From an optimization exercise on the open Yosys and OpenROAD flow, aimed at a short achievable clock period and few clock cycles; shortcuts taken in it are not production practice.
The RTL was checked by simulation tests, not by an equivalence proof against the original design.

===== design/flow/config.mk =====
export PLATFORM = sky130hd
export DESIGN_NAME = cnn_top
export DESIGN_NICKNAME = cnn_top
export VERILOG_FILES = /design/flow/design.v
export SDC_FILE = /design/flow/constraint.sdc
export NUM_CORES = 4
export LEC_CHECK = 0
export ABC_CLOCK_PERIOD_IN_PS = 4000
export CAP_MARGIN = 20
export CORE_MARGIN = 2
export CORE_UTILIZATION = 45
export SETUP_SLACK_MARGIN = 5
export SLEW_MARGIN = 20

===== design/flow/constraint.sdc =====
create_clock -name core_clock -period 11.0 [get_ports {clk}]
set_input_delay 2.2000 -clock core_clock [delete_from_list [all_inputs] [get_ports {clk}]]
set_output_delay 2.2000 -clock core_clock [all_outputs]
set_load 0.01 [all_outputs]

===== design/flow/design.v =====
package cnn_pkg;
  localparam int ADDR_W         = 19;   
  localparam int DP_DEPTH       = 4;    
  localparam int MAX_DIM        = 32;   
  localparam int DIM_W          = 6;    
  localparam int WORD_W         = 32;   
  localparam int BYTES_PER_WORD = 4;    
  localparam int ACC_W          = 32;   
  localparam int ACT_MAX        = 255;  
  typedef enum logic [2:0] {
    IDLE      = 3'd0,
    LOAD_WGT  = 3'd1,   
    LOAD_BIAS = 3'd2,
    READ_LINE = 3'd3,   
    MAC       = 3'd4,
    WAIT_WR   = 3'd5,   
    DONE      = 3'd6
  } cnn_state_e;
  typedef struct packed {
    logic [ADDR_W-1:0] addr_x;      
    logic [ADDR_W-1:0] addr_y;      
    logic [ADDR_W-1:0] addr_bias;
    logic [ADDR_W-1:0] addr_z;      
    logic [DIM_W-1:0]  x_rows;
    logic [DIM_W-1:0]  x_cols;
  } cnn_cfg_t;
  typedef struct packed {
    logic              req;
    logic [ADDR_W-1:0] addr;
  } rd_port_t;
  typedef struct packed {
    logic              req;
    logic [ADDR_W-1:0] addr;
    logic [WORD_W-1:0] data;
  } wr_port_t;
  typedef struct packed {
    logic                    valid;
    logic                    last;    
    logic signed [ACC_W-1:0] sum;
  } pix_t;
endpackage
`timescale 1ns/1ps
`timescale 1ns/1ps
module cnn_mac
(
  input  logic [31:0]      px,    
  input  logic [47:0]      bo,    
  output logic [5:0][17:0] cs
);
  function automatic logic [35:0] csa(input logic [17:0] a, input logic [17:0] b,
                                      input logic [17:0] c);
    logic [17:0] s, cy;
    s  = a ^ b ^ c;
    cy = ((a & b) | (a & c) | (b & c)) << 1;
    csa = {cy, s};
  endfunction
  logic [15:0][17:0] row;
  always_comb
  begin
    for (int k = 0; k < 4; k++)
      for (int d = 0; d < 4; d++)
      begin
        logic [8:0] p1, p2, x;
        logic       one, two, neg;
        one = bo[12*k + 3*d + 0];
        two = bo[12*k + 3*d + 1];
        neg = bo[12*k + 3*d + 2];
        p1  = {1'b0, px[8*k +: 8]};
        p2  = {px[8*k +: 8], 1'b0};
        x   = ({9{one}} & p1 | {9{two}} & p2) ^ {9{neg}};
        row[4*k + d] = 18'(x) << (2*d);
      end
  end
  logic [10:0][17:0] a;
  logic [7:0][17:0]  b;
  always_comb
  begin
    for (int t = 0; t < 5; t++)
      {a[2*t + 1], a[2*t]} = csa(row[3*t], row[3*t + 1], row[3*t + 2]);
    a[10] = row[15];
    for (int t = 0; t < 3; t++)
      {b[2*t + 1], b[2*t]} = csa(a[3*t], a[3*t + 1], a[3*t + 2]);
    b[6] = a[9];
    b[7] = a[10];
    for (int t = 0; t < 2; t++)
      {cs[2*t + 1], cs[2*t]} = csa(b[3*t], b[3*t + 1], b[3*t + 2]);
    cs[4] = b[6];
    cs[5] = b[7];
  end
endmodule
`timescale 1ns/1ps
module cnn_red
(
  input  logic [3:0][5:0][17:0] cs,
  output logic [2:0][19:0]      red
);
  function automatic logic [39:0] csa20(input logic [19:0] a, input logic [19:0] b,
                                        input logic [19:0] c);
    logic [19:0] s, cy;
    s  = a ^ b ^ c;
    cy = ((a & b) | (a & c) | (b & c)) << 1;
    csa20 = {cy, s};
  endfunction
  logic [23:0][19:0] v;
  logic [15:0][19:0] l1;
  logic [10:0][19:0] l2;
  logic [7:0][19:0]  l3;
  logic [5:0][19:0]  l4;
  logic [3:0][19:0]  l5;
  always_comb
  begin
    for (int j = 0; j < 4; j++)
      for (int t = 0; t < 6; t++)
        v[6*j + t] = 20'(cs[j][t]);
    for (int t = 0; t < 8; t++)
      {l1[2*t + 1], l1[2*t]} = csa20(v[3*t], v[3*t + 1], v[3*t + 2]);
    for (int t = 0; t < 5; t++)
      {l2[2*t + 1], l2[2*t]} = csa20(l1[3*t], l1[3*t + 1], l1[3*t + 2]);
    l2[10] = l1[15];
    for (int t = 0; t < 3; t++)
      {l3[2*t + 1], l3[2*t]} = csa20(l2[3*t], l2[3*t + 1], l2[3*t + 2]);
    l3[6] = l2[9];
    l3[7] = l2[10];
    for (int t = 0; t < 2; t++)
      {l4[2*t + 1], l4[2*t]} = csa20(l3[3*t], l3[3*t + 1], l3[3*t + 2]);
    l4[4] = l3[6];
    l4[5] = l3[7];
    for (int t = 0; t < 2; t++)
      {l5[2*t + 1], l5[2*t]} = csa20(l4[3*t], l4[3*t + 1], l4[3*t + 2]);
    {red[1], red[0]} = csa20(l5[0], l5[1], l5[2]);
    red[2] = l5[3];
  end
endmodule
module cnn_fin
(
  input  logic [2:0][19:0] red,
  input  logic [19:0]      bias_lo,
  output logic [1:0][20:0] cs
);
  function automatic logic [41:0] csa21(input logic [20:0] a, input logic [20:0] b,
                                        input logic [20:0] c);
    logic [20:0] s, cy;
    s  = a ^ b ^ c;
    cy = ((a & b) | (a & c) | (b & c)) << 1;
    csa21 = {cy, s};
  endfunction
  logic [2:0][20:0] z;
  always_comb
  begin
    {z[1], z[0]} = csa21(21'(red[0]), 21'(red[1]), 21'(red[2]));
    z[2] = 21'(bias_lo);
    {cs[1], cs[0]} = csa21(z[0], z[1], z[2]);
  end
endmodule
module cnn_act
(
  input  logic [1:0][20:0] red,
  input  logic             hneg0,     
  input  logic             hneg1,     
  input  logic             hzero0,    
  input  logic             hzero1,    
  output logic [7:0]       res
);
  logic [20:0] low;    
  logic        neg;
  logic        inr;
  always_comb
  begin
    low = red[0] + red[1];
    neg = low[20] ? hneg1 : hneg0;
    inr = (low[20] ? hzero1 : hzero0) && (low[19:8] == 12'd0);
    if (neg)
      res = 8'd0;
    else if (inr)
      res = low[7:0];
    else
      res = 8'd255;
  end
endmodule
`timescale 1ns/1ps
import cnn_pkg::*;
module cnn_top
(
  input  logic              clk,
  input  logic              rst_n,
  input  logic [ADDR_W-1:0] cfg_addr_x,
  input  logic [ADDR_W-1:0] cfg_addr_y,
  input  logic [ADDR_W-1:0] cfg_addr_bias,
  input  logic [ADDR_W-1:0] cfg_addr_z,
  input  logic [DIM_W-1:0]  cfg_x_rows,
  input  logic [DIM_W-1:0]  cfg_x_cols,
  input  logic              go,
  output logic              done,
  output logic              busy,
  output logic              rd_req,
  output logic [ADDR_W-1:0] rd_addr,
  input  logic              rd_ack,
  input  logic [WORD_W-1:0] rd_data,
  output logic              wr_req,
  output logic [ADDR_W-1:0] wr_addr,
  output logic [WORD_W-1:0] wr_data,
  input  logic              wr_ack
);
  logic              busy_q;
  logic              done_q;
  logic              done_now;
  logic              start;
  logic [DIM_W-1:0]  rows_q;
  logic [DIM_W-1:0]  cols_q;
  assign start = !busy_q && go;
  assign busy  = busy_q;
  assign done  = done_q || done_now;
  logic              rpend;
  logic              rack_q;
  logic              rcap;
  logic [2:0]        phase;        
  logic [ADDR_W-1:0] raddr;
  assign rd_req  = rpend && !rd_ack;
  assign rd_addr = raddr;
  assign rcap    = rd_ack && !rack_q;
  logic [DIM_W-1:0]  pos_row;
  logic [DIM_W-1:0]  pos_col;
  logic [DIM_W:0]    ncol_raw;
  logic              nwrap;
  logic [DIM_W-1:0]  nrow;
  logic [DIM_W-1:0]  ncol;
  logic              more;         
  logic              more_next;
  assign ncol_raw  = {1'b0, pos_col} + 7'd4;
  assign nwrap     = ncol_raw >= {1'b0, cols_q};
  assign ncol      = nwrap ? DIM_W'(ncol_raw - {1'b0, cols_q}) : DIM_W'(ncol_raw);
  assign nrow      = pos_row + DIM_W'(nwrap);
  assign more      = pos_row < rows_q;
  assign more_next = nrow < rows_q;
  logic [3:0]        bvalid;
  always_comb
  begin
    for (int i = 0; i < 4; i++)
    begin
      logic [DIM_W:0]   craw;
      logic             wrp;
      logic [DIM_W-1:0] c;
      logic [DIM_W-1:0] r;
      craw = {1'b0, pos_col} + 7'(i);
      wrp  = craw >= {1'b0, cols_q};
      c    = wrp ? DIM_W'(craw - {1'b0, cols_q}) : DIM_W'(craw);
      r    = pos_row + DIM_W'(wrp);
      bvalid[i] = (r >= 6'd3) && (r < rows_q) && (c >= 6'd3);
    end
  end
  logic [3:0]        wfill;
  logic              credit;
  assign credit = wfill <= 4'd3;
  always_ff @(posedge clk or negedge rst_n)
  begin
    if (!rst_n)
    begin
      busy_q  <= 1'b0;
      done_q  <= 1'b0;
      rpend   <= 1'b0;
      rack_q  <= 1'b0;
      phase   <= '0;
      raddr   <= '0;
      rows_q  <= '0;
      cols_q  <= '0;
      pos_row <= '0;
      pos_col <= '0;
    end
    else
    begin
      rack_q <= rd_ack;
      if (start)
      begin
        busy_q  <= 1'b1;
        rpend   <= 1'b1;
        phase   <= '0;
        raddr   <= cfg_addr_y;
        rows_q  <= cfg_x_rows;
        cols_q  <= cfg_x_cols;
        pos_row <= '0;
        pos_col <= '0;
      end
      else
      begin
        if (done_now)
          done_q <= 1'b1;
        if (done_q && !go)
        begin
          done_q <= 1'b0;
          busy_q <= 1'b0;
        end
        if (rcap)
        begin
          case (phase)
            3'd3:    raddr <= cfg_addr_bias;
            3'd4:    raddr <= cfg_addr_x;
            default: raddr <= raddr + ADDR_W'(4);
          endcase
          if (phase != 3'd5)
          begin
            phase <= phase + 3'd1;
            rpend <= 1'b1;
          end
          else
          begin
            pos_row <= nrow;
            pos_col <= ncol;
            rpend   <= more_next && credit;
          end
        end
        else if (busy_q && !rpend && (phase == 3'd5) && more && credit)
          rpend <= 1'b1;
      end
    end
  end
  logic [31:0] rdq;
  logic        c_w;       
  logic [1:0]  c_k;
  logic        c_b;       
  logic        c_p;       
  logic        c_last;
  logic [3:0]  c_mask;
  always_ff @(posedge clk)
    rdq <= rd_data;
  always_ff @(posedge clk or negedge rst_n)
  begin
    if (!rst_n)
    begin
      c_w    <= 1'b0;
      c_k    <= '0;
      c_b    <= 1'b0;
      c_p    <= 1'b0;
      c_last <= 1'b0;
      c_mask <= '0;
    end
    else
    begin
      c_w    <= rcap && (phase < 3'd4);
      c_k    <= phase[1:0];
      c_b    <= rcap && (phase == 3'd4);
      c_p    <= rcap && (phase == 3'd5);
      c_last <= rcap && (phase == 3'd5) && !more_next;
      c_mask <= bvalid;
    end
  end
  logic [127:0]      wgt;     
  logic [31:0]       bias;
  logic [3:0][47:0]  bo;      
  logic [10:0]       nsum;    
  logic [31:0]       biasp;   
  logic              hneg0, hneg1, hzero0, hzero1;
  always_ff @(posedge clk)
  begin
    if (c_w)
      wgt[32*c_k +: 32] <= rdq;
    if (c_b)
      bias <= rdq;
  end
  always_ff @(posedge clk)
  begin
    logic [10:0] n;
    n = '0;
    for (int j = 0; j < 4; j++)
      for (int k = 0; k < 4; k++)
      begin
        logic [8:0] w9;
        w9 = {wgt[8*(4*k + j) +: 8], 1'b0};
        for (int d = 0; d < 4; d++)
        begin
          logic b0, b1, b2;
          b0 = w9[2*d];
          b1 = w9[2*d + 1];
          b2 = w9[2*d + 2];
          bo[j][12*k + 3*d + 0] <= b1 ^ b0;
          bo[j][12*k + 3*d + 1] <= (b2 & !b1 & !b0) | (!b2 & b1 & b0);
          bo[j][12*k + 3*d + 2] <= b2 & !(b1 & b0);
        end
      end
    for (int j = 0; j < 4; j++)
      for (int k = 0; k < 4; k++)
        n = n + 11'({1'b0, bo[j][12*k + 11], 1'b0, bo[j][12*k + 8], 1'b0, bo[j][12*k + 5], 1'b0, bo[j][12*k + 2]});
    nsum  <= n;
    biasp <= bias - {nsum, 9'd0} + 32'(nsum);
    hneg0  <= biasp[31];
    hneg1  <= (biasp[31] && (biasp[31:20] != 12'hfff)) || (biasp[31:20] == 12'h7ff);
    hzero0 <= biasp[31:20] == 12'h000;
    hzero1 <= biasp[31:20] == 12'hfff;
  end
  logic [31:0][23:0] colq;
  logic [3:0][23:0]  colupd;
  logic [2:0][31:0]  hist;     
  always_comb
    for (int i = 0; i < 4; i++)
      colupd[i] = {rdq[8*i +: 8], colq[i][23:8]};
  always_ff @(posedge clk)
  begin
    if (c_p)
    begin
      for (int j = 0; j < 32; j++)
      begin
        logic [DIM_W:0] dd;
        dd = 7'(j) + 7'd4 - {1'b0, cols_q};
        if (dd < 7'd4)
          colq[j] <= colupd[dd[1:0]];
        else if (j < 28)
          colq[j] <= colq[j + 4];
      end
      for (int h = 0; h < 3; h++)
        hist[h] <= {rdq[8*(h + 1) +: 8], colq[h + 1]};
    end
  end
  logic [6:0][31:0] seq;       
  always_comb
  begin
    for (int h = 0; h < 3; h++)
      seq[h] = hist[h];
    for (int i = 0; i < 4; i++)
      seq[3 + i] = {rd_data[8*i +: 8], colq[i]};
  end
  logic [3:0][3:0][5:0][17:0] pcs, p1;    
  genvar gi, gj;
  generate
    for (gi = 0; gi < 4; gi++)
    begin : g_win
      for (gj = 0; gj < 4; gj++)
      begin : g_col
        cnn_mac u_mac (
          .px (seq[gi + gj]),
          .bo (bo[gj]),
          .cs (pcs[gi][gj])
        );
      end
    end
  endgenerate
  always_ff @(posedge clk)
    p1 <= pcs;
  logic [3:0][2:0][19:0] ared, sa;
  generate
    for (gi = 0; gi < 4; gi++)
    begin : g_red
      cnn_red u_red (
        .cs  (p1[gi]),
        .red (ared[gi])
      );
    end
  endgenerate
  always_ff @(posedge clk)
    sa <= ared;
  logic [1:0] c_first;
  logic [2:0] c_num;
  always_comb
  begin
    c_first = 2'd0;
    for (int i = 3; i >= 0; i--)
      if (c_mask[i])
        c_first = 2'(i);
    c_num = 3'(c_mask[0]) + 3'(c_mask[1]) + 3'(c_mask[2]) + 3'(c_mask[3]);
  end
  logic [1:0]      pcnt;        
  logic [2:0]      total;
  logic            flush_next;  
  logic            b_go;
  logic            b_flushnext;
  logic            b_push;
  logic            b_finset;
  logic [3:0]      b_new;       
  logic [3:0]      b_pbuf;      
  logic [3:0]      b_res;       
  logic [3:0][3:0] b_sel;       
  assign total      = 3'(pcnt) + c_num;
  assign flush_next = c_last && (total > 3'd4);
  always_ff @(posedge clk or negedge rst_n)
  begin
    if (!rst_n)
    begin
      pcnt        <= '0;
      b_go        <= 1'b0;
      b_flushnext <= 1'b0;
      b_push      <= 1'b0;
      b_finset    <= 1'b0;
      b_new       <= '0;
      b_pbuf      <= '0;
      b_res       <= '0;
      b_sel       <= '0;
    end
    else
    begin
      b_go        <= c_p;
      b_flushnext <= c_p && flush_next;
      b_push      <= 1'b0;
      b_finset    <= 1'b0;
      b_new       <= '0;
      b_res       <= '0;
      if (start)
      begin
        pcnt   <= '0;
        b_pbuf <= '0;
      end
      else if (c_p)
      begin
        if (total >= 3'd4)
          pcnt <= 2'(total - 3'd4);
        else if (c_last)
          pcnt <= '0;
        else
          pcnt <= 2'(total);
        b_push   <= (total >= 3'd4) || (c_last && (total != 3'd0));
        b_finset <= c_last && !flush_next;
        for (int l = 0; l < 4; l++)
        begin
          logic [1:0] off;
          logic [1:0] idx;
          off         = 2'(2'(l) - pcnt);
          idx         = c_first + off;
          b_sel[l]    <= 4'b0001 << idx;
          b_new[l]    <= 3'(off) < c_num;
          b_pbuf[l]   <= 3'(l) < 3'(pcnt);
          b_res[l]    <= (3'(l) >= 3'(pcnt)) && (3'(l) < total);
        end
      end
      else if (b_go && b_flushnext)
      begin
        b_push   <= 1'b1;
        b_finset <= 1'b1;
        for (int l = 0; l < 4; l++)
          b_pbuf[l] <= 3'(l) < 3'(pcnt);
      end
    end
  end
  logic [3:0][1:0][20:0] bcs, sb;
  generate
    for (gi = 0; gi < 4; gi++)
    begin : g_fin
      cnn_fin u_fin (
        .red     (sa[gi]),
        .bias_lo (biasp[19:0]),
        .cs      (bcs[gi])
      );
    end
  endgenerate
  always_ff @(posedge clk)
    sb <= bcs;
  logic            d_push;
  logic            d_finset;
  logic [3:0]      d_new;
  logic [3:0]      d_pbuf;
  logic [3:0]      d_res;
  logic [3:0][3:0] d_sel;
  always_ff @(posedge clk or negedge rst_n)
  begin
    if (!rst_n)
    begin
      d_push   <= 1'b0;
      d_finset <= 1'b0;
      d_new    <= '0;
      d_pbuf   <= '0;
      d_res    <= '0;
      d_sel    <= '0;
    end
    else
    begin
      d_push   <= b_push;
      d_finset <= b_finset;
      d_new    <= b_new;
      d_pbuf   <= b_pbuf;
      d_res    <= b_res;
      d_sel    <= b_sel;
    end
  end
  logic [3:0][7:0] res;
  generate
    for (gi = 0; gi < 4; gi++)
    begin : g_act
      cnn_act u_act (
        .red     (sb[gi]),
        .hneg0   (hneg0),
        .hneg1   (hneg1),
        .hzero0  (hzero0),
        .hzero1  (hzero1),
        .res     (res[gi])
      );
    end
  endgenerate
  logic [31:0]     pbuf;
  logic            fin;         
  logic [31:0]     word;
  logic [3:0][7:0] lane_res;
  logic            push;
  always_comb
  begin
    for (int l = 0; l < 4; l++)
    begin
      lane_res[l] = '0;
      for (int i = 0; i < 4; i++)
        lane_res[l] = lane_res[l] | ({8{d_sel[l][i]}} & res[i]);
      word[8*l +: 8] = ({8{d_pbuf[l]}} & pbuf[8*l +: 8]) | ({8{d_res[l]}} & lane_res[l]);
    end
  end
  assign push = d_push;
  always_ff @(posedge clk)
    for (int l = 0; l < 4; l++)
      if (d_new[l])
        pbuf[8*l +: 8] <= lane_res[l];
  always_ff @(posedge clk or negedge rst_n)
  begin
    if (!rst_n)
      fin <= 1'b0;
    else if (start)
      fin <= 1'b0;
    else if (d_finset)
      fin <= 1'b1;
  end
  logic [7:0][31:0]  wq;
  logic [2:0]        wqw;
  logic [2:0]        wqr;
  logic [3:0]        wqn;
  logic              hv;           
  logic [31:0]       wd;
  logic [ADDR_W-1:0] waddr;
  logic              wack_q;
  logic              wcap;
  logic              direct;       
  logic              enq;
  logic              reload;       
  assign wcap     = wr_ack && !wack_q;
  assign wr_req   = hv && !wr_ack;
  assign wr_addr  = waddr;
  assign wr_data  = wd;
  assign direct   = push && (!hv || (wcap && (wqn == 4'd0)));
  assign enq      = push && !direct;
  assign reload   = wcap && (wqn != 4'd0);
  assign wfill    = wqn + 4'(hv);
  logic done_arm;
  assign done_now = done_arm && wr_ack;
  always_ff @(posedge clk or negedge rst_n)
    if (!rst_n)
      done_arm <= 1'b0;
    else
      done_arm <= busy_q && !done_q && !start && fin && (wqn == 4'd0) && hv && !wcap && !wr_ack;
  always_ff @(posedge clk)
  begin
    if (enq)
      wq[wqw] <= word;
    if (direct)
      wd <= word;
    else if (reload)
      wd <= wq[wqr];
  end
  always_ff @(posedge clk or negedge rst_n)
  begin
    if (!rst_n)
    begin
      wqw    <= '0;
      wqr    <= '0;
      wqn    <= '0;
      hv     <= 1'b0;
      wack_q <= 1'b0;
      waddr  <= '0;
    end
    else
    begin
      wack_q <= wr_ack;
      if (enq)
        wqw <= wqw + 3'd1;
      if (reload)
        wqr <= wqr + 3'd1;
      wqn <= wqn + 4'(enq) - 4'(reload);
      if (direct || reload)
        hv <= 1'b1;
      else if (wcap)
        hv <= 1'b0;
      if (start)
        waddr <= cfg_addr_z;
      else if (wcap)
        waddr <= waddr + ADDR_W'(4);
    end
  end
endmodule

===== design/flow/flow/run.sh =====
#!/bin/bash
# Standard layout, with faster port buffers and timing repair aimed below the clock period.
set -euo pipefail
bash standard.sh finish \
  SETUP_SLACK_MARGIN=6.4 \
  "BUFFER_PORTS_ARGS=-buffer_cell sky130_fd_sc_hd__buf_4" \
  > standard_flow.log 2>&1

===== design/flow/standard.sh =====
#!/bin/bash
# synth_recipe.tcl (not shown) runs the flow's synth.tcl, then flattens the netlist and writes it again
# the make line also repeats each setting of config.mk as NAME=value (left out here)
make -C /OpenROAD-flow-scripts/flow DESIGN_CONFIG=/design/flow/config.mk WORK_HOME=/design/flow/orfs CLKGATE_MAP_FILE= SYNTH_SCRIPT=/design/flow/synth_recipe.tcl "${@:-finish}"

==> results of run 1 <==
-- how the worst max path moves through the flow --
stage | from | slack, ns | cells past startpoint | to
3_3_place_gp | bo[161] | 5.49 | 19 | nsum[10]
5_1_grt | bo[152] | 6.13 | 18 | nsum[10]
2_1_floorplan | c_p | 3.88 | 2 | colq[744]
6_report | bo[152] | 6.24 | 18 | nsum[10]
4_1_cts | bo[17] | 6.17 | 19 | nsum[10]
3_5_place_dp | bo[161] | 5.54 | 19 | nsum[10]
-- per-layer routing --
layer,vias to the layer above,global-route usage (%),part of all wire (%)
met5,-,0.931,0.080
met4,47,23.2,8.0
met3,2845,16.3,16
met2,13300,48.3,39
met1,81200,47.2,37
li1,65300,-,-
-- area by class of cell --
class                   count  area [um2]  area share, %
inverters                2819       10600           4.37
well taps                6425        8040           3.32
flip-flops and latches   3320       80900           33.4
repair buffers            800        6980           2.88
clock buffers             546       11200           4.63
diodes                     85         213         0.0878
clock inverters           173        2080          0.857
multi-input cells       12400      122000           50.4
-- stage by stage --
step	instance area (um2)	util (%)	std cells	worst slack, ns
2_1_floorplan	218000	-	20000	3.88
3_3_place_gp	226000	46.9	25700	5.49
3_5_place_dp	226000	46.9	25700	5.54
4_1_cts	241000	49.9	26500	6.17
5_1_grt	242000	50.2	26500	6.13
6_report	242000	50.2	26600	6.24
-- kinds of logic (layout without fill, tap and decap cells) --
| group | Yosys count | count (layout) | share of synthesized area [%] |
|---|---|---|---|
| compound gates | 3635 | 3639 | 11.2 |
| xor+xnor | 2478 | 2478 | 9.95 |
| fa+ha+maj | 3480 | 3480 | 27.8 |
| buf+inv | 4243 | 4338 | 7.32 |
| flops | 3320 | 3320 | 37.0 |
| mux | 308 | 308 | 1.88 |
| other cells | 0 | 85 | 0 |
| simple gates | 2541 | 2541 | 4.88 |
-- cell usage after synthesis, types with 123 or more instances --
cell	n
a22oi_1	1803
nor2_1	239
inv_1	2817
mux2_2	176
nand3_1	123
dfxtp_1	1831
xor2_1	879
nand2_1	1814
buf_1	187
fa_1	2283
dfrtp_1	153
clkbuf_1	1206
a21oi_1	215
o21ai_0	1130
xnor2_1	1599
ha_1	1197
edfxtp_1	1336
-- sequential cells by signal, indices dropped and copies added (netlist names), 19 cells and up --
signal	flops
g_red.u_red.cs	1200
biasp	32
wq	256
wgt	128
colq	768
pbuf	24
sa	200
wd	32
raddr	19
bo	192
bias	32
waddr	19
sb	160
hist	96
rdq	32
-- worst max-delay path, delay by kind of cell, from the launching register on --
kind / cells / cell delay, ns
xor gates and xnor gates: 1 / 0.14
buffers and inverters: 3 / 0.21
DFF: 1 / 0.35
and+or+nand+nor: 2 / 0.16
AOI/OAI and AO/OA: 5 / 0.65
adders and majority gates: 7 / 3.09
-- repair_timing --
item                       CTS  global route
gates resized for setup     98           108
buffers inserted            52            69
hold endpoints to repair     0             0
pin swaps                   26            36
gates cloned                 8             6
setup endpoints to repair  310           304
==> qor.csv, run 1 <==
stage,metric,value,unit
clock_tree,"Hold-fix buffers, CTS",0,
synthesis,Cells after Synth,20000,
synthesis,YS warnings,5,
hold_path,Hold Crit Start,b_res[2],
route,drt first pass iters,11,
synthesis,sequential-to-total area share from yosys stat,37.0,%
setup_path,R2R Path Start,bo[152],
global_route,vias in the first global route,156000,
setup_path,Startpoint Class,flop,
route,initial drt markers,25600,
floorplan,Site Rows,255,
synthesis,"FFs w/ async S/R, synth",4.61,%
finish,area growth from synthesis to layout,11.1,%
setup_path,crit-path cells,buf_12 > fa_2 > ha_4 > ha_4 > inv_2 > fa_1 > fa_1 > inv_2 > fa_1 > ha_4 > a21oi_2 > nor2_2 > nor2_2 > o21bai_1 > a21oi_2 > o21bai_1 > a21oi_1 > xnor2_1,
route,Via density,6.11,
place,GP Congestion,1.02,
global_route,antenna violations before repair,58,
global_route,GRT overflow,0,
finish,most frequent cells in the layout,"inv_1, fa_1, a22oi_1, nand2_1, dfxtp_1",
clock_tree,total clock sinks,3320,
outcome,status,"complete, no violations",
floorplan,Die X,700,um
synthesis,syn nets,23600,
timing,FMAX,210,MHz
synthesis,Post-synth EDFFs,1336,
floorplan,Initial Util,45.2,%
setup_path,RR Endpoint,nsum[10],
clock_tree,later-pin clock latency in the skew report,1.10,ns
clock_tree,clk root buf,clkbuf_16,
setup_path,CP max-delay cell,fa_2,
finish,layout net count,23400,
synthesis,Synth Area per Inst,10.9,um2
clock_tree,Worst-path clk slew,0.06,ns
timing,setup TNS,0,ns
global_route,GRT Total Usage,36.3,%
setup_path,R2R depth,18,
route,Routed Antenna Nets,0,
floorplan,die area,490000,um2
floorplan,# IOs,199,
timing,Final setup viols,0,
synthesis,Yosys top cell area share,21.0,%
route,DRC,0,
timing,fin. max-slew vios,0,
synthesis,prevailing post-synth register cell,dfxtp_1,
synthesis,post-synthesis cell type count,92,
place,DP Wirelength,606,mm
synthesis,Seq cells post-synth,3320,
global_route,largest net degree at the start of global routing,206,
timing,final clock period utilization by the worst path,43.3,%
synthesis,dominant cells by area after synthesis,"fa_1, edfxtp_1, dfxtp_1",
floorplan,die extent in y,700,um
setup_path,highest net fanout along the worst path,8,
hold_path,Worst Hold Class,reg -> reg,
clock_tree,Inserted Clock Buffers,386,
synthesis,leading area contributor after synthesis,fa_1,
clock_tree,CTS tree,done,
setup_path,crit path DAT,5.71,ns
finish,"leading cell type in the layout, fill and taps excluded",inv_1,
timing,Layout Skew,0.0986,ns
clock_tree,deepest clock path buffer count,4,
setup_path,type of element capturing the critical path,flop,
place,Port Buffers,198,
flow_run,Max Cap Viol,0,
setup_path,"Largest stage delay, worst path",0.76,ns
timing,Fin Hold WS,0.337,ns
floorplan,core box area,482000,um2
timing,Worst-Margin Slew,1.35,ns
timing,post-route minimum period,4.76,ns
setup_path,Critical Path RT,11.95,ns
global_route,first-pass GRT wire length,1240,mm
route,total number of vias,163000,
hold_path,Worst Hold End,d_res[2],
hold_path,hold path depth,0,
clock_tree,H-tree depth,5,
timing,RSZ-0062 raised after global routing,true,
setup_path,Setup CP Type,reg -> reg,
finish,share of cells above drive strength 1,10.2,%
timing,Fin. Hold Viols,0,
route,WL/cell,34.2,um
synthesis,post-synth design cell area,218000,um2
setup_path,Worst R2R Setup Slack,6.24,ns
timing,max_slew headroom,9.71,%
finish,# fillers,43200,
route,WL final,911,mm
Testbench counts, summed over its fixed seeds: cycles 11,262.
==> inputs of run 2 (changes only) <==
--- a/design/flow/design.v
+++ b/design/flow/design.v
@@ -347,6 +347,7 @@
   logic [31:0]       bias;
   logic [3:0][47:0]  bo;      
   logic [10:0]       nsum;    
+  logic [3:0][8:0]   nsumc;   
   logic [31:0]       biasp;   
   logic              hneg0, hneg1, hzero0, hzero1;
   always_ff @(posedge clk)
@@ -377,8 +378,15 @@
         end
       end
     for (int j = 0; j < 4; j++)
+    begin
+      logic [8:0] nc;
+      nc = '0;
       for (int k = 0; k < 4; k++)
-        n = n + 11'({1'b0, bo[j][12*k + 11], 1'b0, bo[j][12*k + 8], 1'b0, bo[j][12*k + 5], 1'b0, bo[j][12*k + 2]});
+        nc = nc + 9'({1'b0, bo[j][12*k + 11], 1'b0, bo[j][12*k + 8], 1'b0, bo[j][12*k + 5], 1'b0, bo[j][12*k + 2]});
+      nsumc[j] <= nc;
+    end
+    for (int j = 0; j < 4; j++)
+      n = n + 11'(nsumc[j]);
     nsum  <= n;
     biasp <= bias - {nsum, 9'd0} + 32'(nsum);
     hneg0  <= biasp[31];
==> qor.csv, run 2 <==
stage,metric,value,unit,change
route,initial drt markers,25100,,was 25600
clock_tree,Inserted Clock Buffers,387,,was 386
timing,Fin. Hold Viols,0,,unchanged
global_route,largest net degree at the start of global routing,179,,was 206
finish,fin cells,26200,,was 26600
clock_tree,clk root buf,clkbuf_16,,unchanged
clock_tree,"Hold-fix buffers, CTS",0,,unchanged
route,Routed Antenna Nets,0,,unchanged
floorplan,# IOs,199,,unchanged
synthesis,dominant cells by area after synthesis,"fa_1, edfxtp_1, dfxtp_1",,unchanged
clock_tree,deepest clock path buffer count,4,,unchanged
route,total number of vias,160000,,was 163000
setup_path,Setup CP Type,in -> out,,was reg -> reg
floorplan,die area,494000,um2,was 490000 um2
timing,FMAX,212,MHz,was 210 MHz
synthesis,Cells after Synth,19600,,was 20000
place,Port Buffers,198,,unchanged
place,GP Congestion,0.998,,was 1.02
setup_path,Critical Path Start,wr_ack,,was bo[152]
finish,Storage cell area,81600,um2,was 80900 um2
clock_tree,CTS tree,done,,unchanged
floorplan,die extent in y,703,um,was 700 um
synthesis,Post-synth EDFFs,1336,,unchanged
clock_tree,total clock sinks,3356,,was 3320
hold_path,Hold Crit Start,b_res[2],,unchanged
global_route,antenna violations before repair,80,,was 58
floorplan,core box area,487000,um2,was 482000 um2
synthesis,leading area contributor after synthesis,fa_1,,unchanged
finish,layout net count,22900,,was 23400
synthesis,Seq cells post-synth,3356,,was 3320
synthesis,post-synthesis cell type count,89,,was 92
setup_path,type of element capturing the critical path,output pin,,was flop
place,DP Wirelength,604,mm,was 606 mm
synthesis,sequential-to-total area share from yosys stat,37.0,%,about the same
hold_path,Worst Hold Class,reg -> reg,,unchanged
timing,post-route minimum period,4.73,ns,was 4.76 ns
clock_tree,H-tree depth,5,,unchanged
route,WL final,907,mm,was 911 mm
finish,multi-input logic area,124000,um2,was 122000 um2
setup_path,crit path DAT,2.53,ns,was 5.71 ns
setup_path,CP max-delay cell,buf_8,,was fa_2
global_route,first-pass GRT wire length,1240,mm,about the same
finish,post-route cell area,242000,um2,about the same
timing,setup TNS,0,ns,unchanged
timing,RSZ-0062 raised after global routing,true,,unchanged
timing,Layout Skew,0.0969,ns,was 0.0986 ns
place,"Cell Area, Placed",228000,um2,was 226000 um2
synthesis,post-synth design cell area,220000,um2,was 218000 um2
synthesis,prevailing post-synth register cell,dfxtp_1,,unchanged
setup_path,Startpoint Class,input port,,was flop
floorplan,Site Rows,256,,was 255
route,drt first pass iters,7,,was 11
setup_path,Buf/Inv on CP,2,,was 3
setup_path,Critical Path RT,8.80,ns,was 11.95 ns
setup_path,"Largest stage delay, worst path",0.11,ns,was 0.76 ns
place,# placed instances,25300,,was 25700
synthesis,YS warnings,5,,unchanged
timing,max_slew headroom,14.8,%,was 9.71%
timing,fin. max-slew vios,0,,unchanged
timing,final clock period utilization by the worst path,43.0,%,was 43.3%
setup_path,Worst R2R Setup Slack,6.52,ns,was 6.24 ns
route,WL/cell,34.6,um,was 34.2 um
finish,max reg flops,1200,,unchanged
finish,share of cells above drive strength 1,11.6,%,was 10.2%
finish,# fillers,43300,,was 43200
finish,most frequent cells in the layout,"inv_1, fa_1, a22oi_1, dfxtp_1, xnor2_1",,"was inv_1, fa_1, a22oi_1, nand2_1, dfxtp_1"
setup_path,"CP delay by family, top",buffers and inverters,,was adder cells
setup_path,highest net fanout along the worst path,3,,was 8
route,Via density,6.12,,was 6.11
timing,Final setup viols,0,,unchanged
setup_path,R2R Path Start,g_red[1].u_red.cs[226],,was bo[152]
global_route,GRT overflow,0,,unchanged
synthesis,"FFs w/ async S/R, synth",4.56,%,was 4.61%
floorplan,Die X,703,um,was 700 um
finish,"leading cell type in the layout, fill and taps excluded",inv_1,,unchanged
global_route,GRT Total Usage,36.1,%,was 36.3%
finish,area growth from synthesis to layout,10.2,%,was 11.1%
global_route,vias in the first global route,156000,,about the same
flow_run,Max Cap Viol,0,,unchanged
clock_tree,Worst-path clk slew,0.06,ns,about the same
synthesis,syn nets,23200,,was 23600
setup_path,crit-path cells,buf_8 > nor2b_4 > buf_6,,was buf_12 > fa_2 > ha_4 > ha_4 > inv_2 > fa_1 > fa_1 > inv_2 > fa_1 > ha_4 > a21oi_2 > nor2_2 > nor2_2 > o21bai_1 > a21oi_2 > o21bai_1 > a21oi_1 > xnor2_1
synthesis,Yosys top cell area share,20.7,%,was 21.0%
synthesis,cell with the most instances after synthesis,inv_1,,unchanged
floorplan,Initial Util,45.2,%,about the same
synthesis,Synth Area per Inst,11.2,um2,was 10.9 um2
outcome,status,"complete, no violations",,unchanged
route,DRC,0,,unchanged
synthesis,leading cell types by count after synthesis,"inv_1, fa_1, dfxtp_1",,unchanged
clock_tree,later-pin clock latency in the skew report,1.11,ns,was 1.10 ns
timing,Worst-Margin Slew,1.28,ns,was 1.35 ns
[run 2: cell count changes after synthesis, sizes merged, moves of 48 or more]
cell / change
mux2: +325
clkbuf: -51
inv: -92
o21ai: -336
nand2: -359
mux4: +48
[run 2: path summary, 6_finish.rpt]
| kind | depth (start not counted) | endpoint |
|---|---|---|
| setup / recovery | 3 | wr_req |
| hold / removal | 0 | d_res[2] |
| setup reg to reg | 8 | sa[70] |
| hold reg to reg | 0 | d_res[2] |
| max in group asynchronous | 2 | wqr[0] |
| min in group asynchronous | 1 | pos_col[3] |
[run 2: area by class of cell]
type | count | area share, %
flip-flops and latches | 3356 | 33.7
diodes | 89 | 0.0919
multi-input cells | 12200 | 51.1
repair buffers | 699 | 2.25
clock buffers | 523 | 4.49
inverters | 2726 | 4.23
well taps | 6450 | 3.33
clock inverters | 196 | 0.831
[run 2: metrics by stage]
step,hold slack (ns),util (%),worst slack [ns]
after floorplan,0.331,-,4.20
after global placement,0.332,46.9,5.48
after detailed placement,0.337,46.9,5.39
after CTS,0.351,49.7,6.27
after global routing,0.354,49.8,6.26
final,0.348,49.8,6.27
[run 2: what timing repair did]
item	in CTS	in global routing
buffers inserted	35	16
pin swaps	30	16
endpoints found under the setup margin	315	301
resized for setup	65	49
cloned	1	2
[run 2: per-layer routing]
metal | global-route usage [%] | up-vias | part of all wire (%)
met5 | 0.757 | - | 0.085
met4 | 24.0 | 54 | 8.3
met3 | 14.3 | 2896 | 15
met2 | 48.7 | 13100 | 39
met1 | 47.6 | 80000 | 37
li1 | - | 64300 | -
[run 2: cell families (layout without fill, tap and decap cells)]
| group | after synthesis | after routing | synth area share, % |
|---|---|---|---|
| flops | 3356 | 3356 | 37.0 |
| other cells | 0 | 89 | 0 |
| fa+ha+maj | 3468 | 3468 | 27.5 |
| buf+inv | 4105 | 4144 | 7.03 |
| mux | 656 | 656 | 3.91 |
| xor+xnor | 2488 | 2488 | 9.91 |
| simple gates | 2253 | 2253 | 4.44 |
| compound gates | 3308 | 3310 | 10.2 |
Testbench counts of run 2, summed over its fixed seeds: cycles 11,262.

[what the ideal ports hide]
Ports are ideal in the flow. The routed layouts listed here were re-timed in OpenROAD. Step 1 assumes that a clkbuf_16 drives the clock port and a buf_2 every other input. Step 2 moves the port delays by t, midway between the first and last clock arrival at a register: inputs arrive t later, outputs are due t later. That takes back most of the time a late clock gives input paths. Slacks: ideal ports / drivers / drivers and shift; pairs: ideal ports / drivers.
| run | shift t [ns] | setup slack, ns | cell pins on the clock port's net |
|---|---|---|---|
| run 1 | 1.179 | 6.239 / 6.201 / 5.507 | 1 |
| run 2 | 1.157 | 6.274 / 6.232 / 5.757 | 1 |
After both steps every run listed still meets setup and hold. For run 1, which loses most, drivers alone change the setup slack by -0.038 ns; drivers and shift together by -0.732 ns.
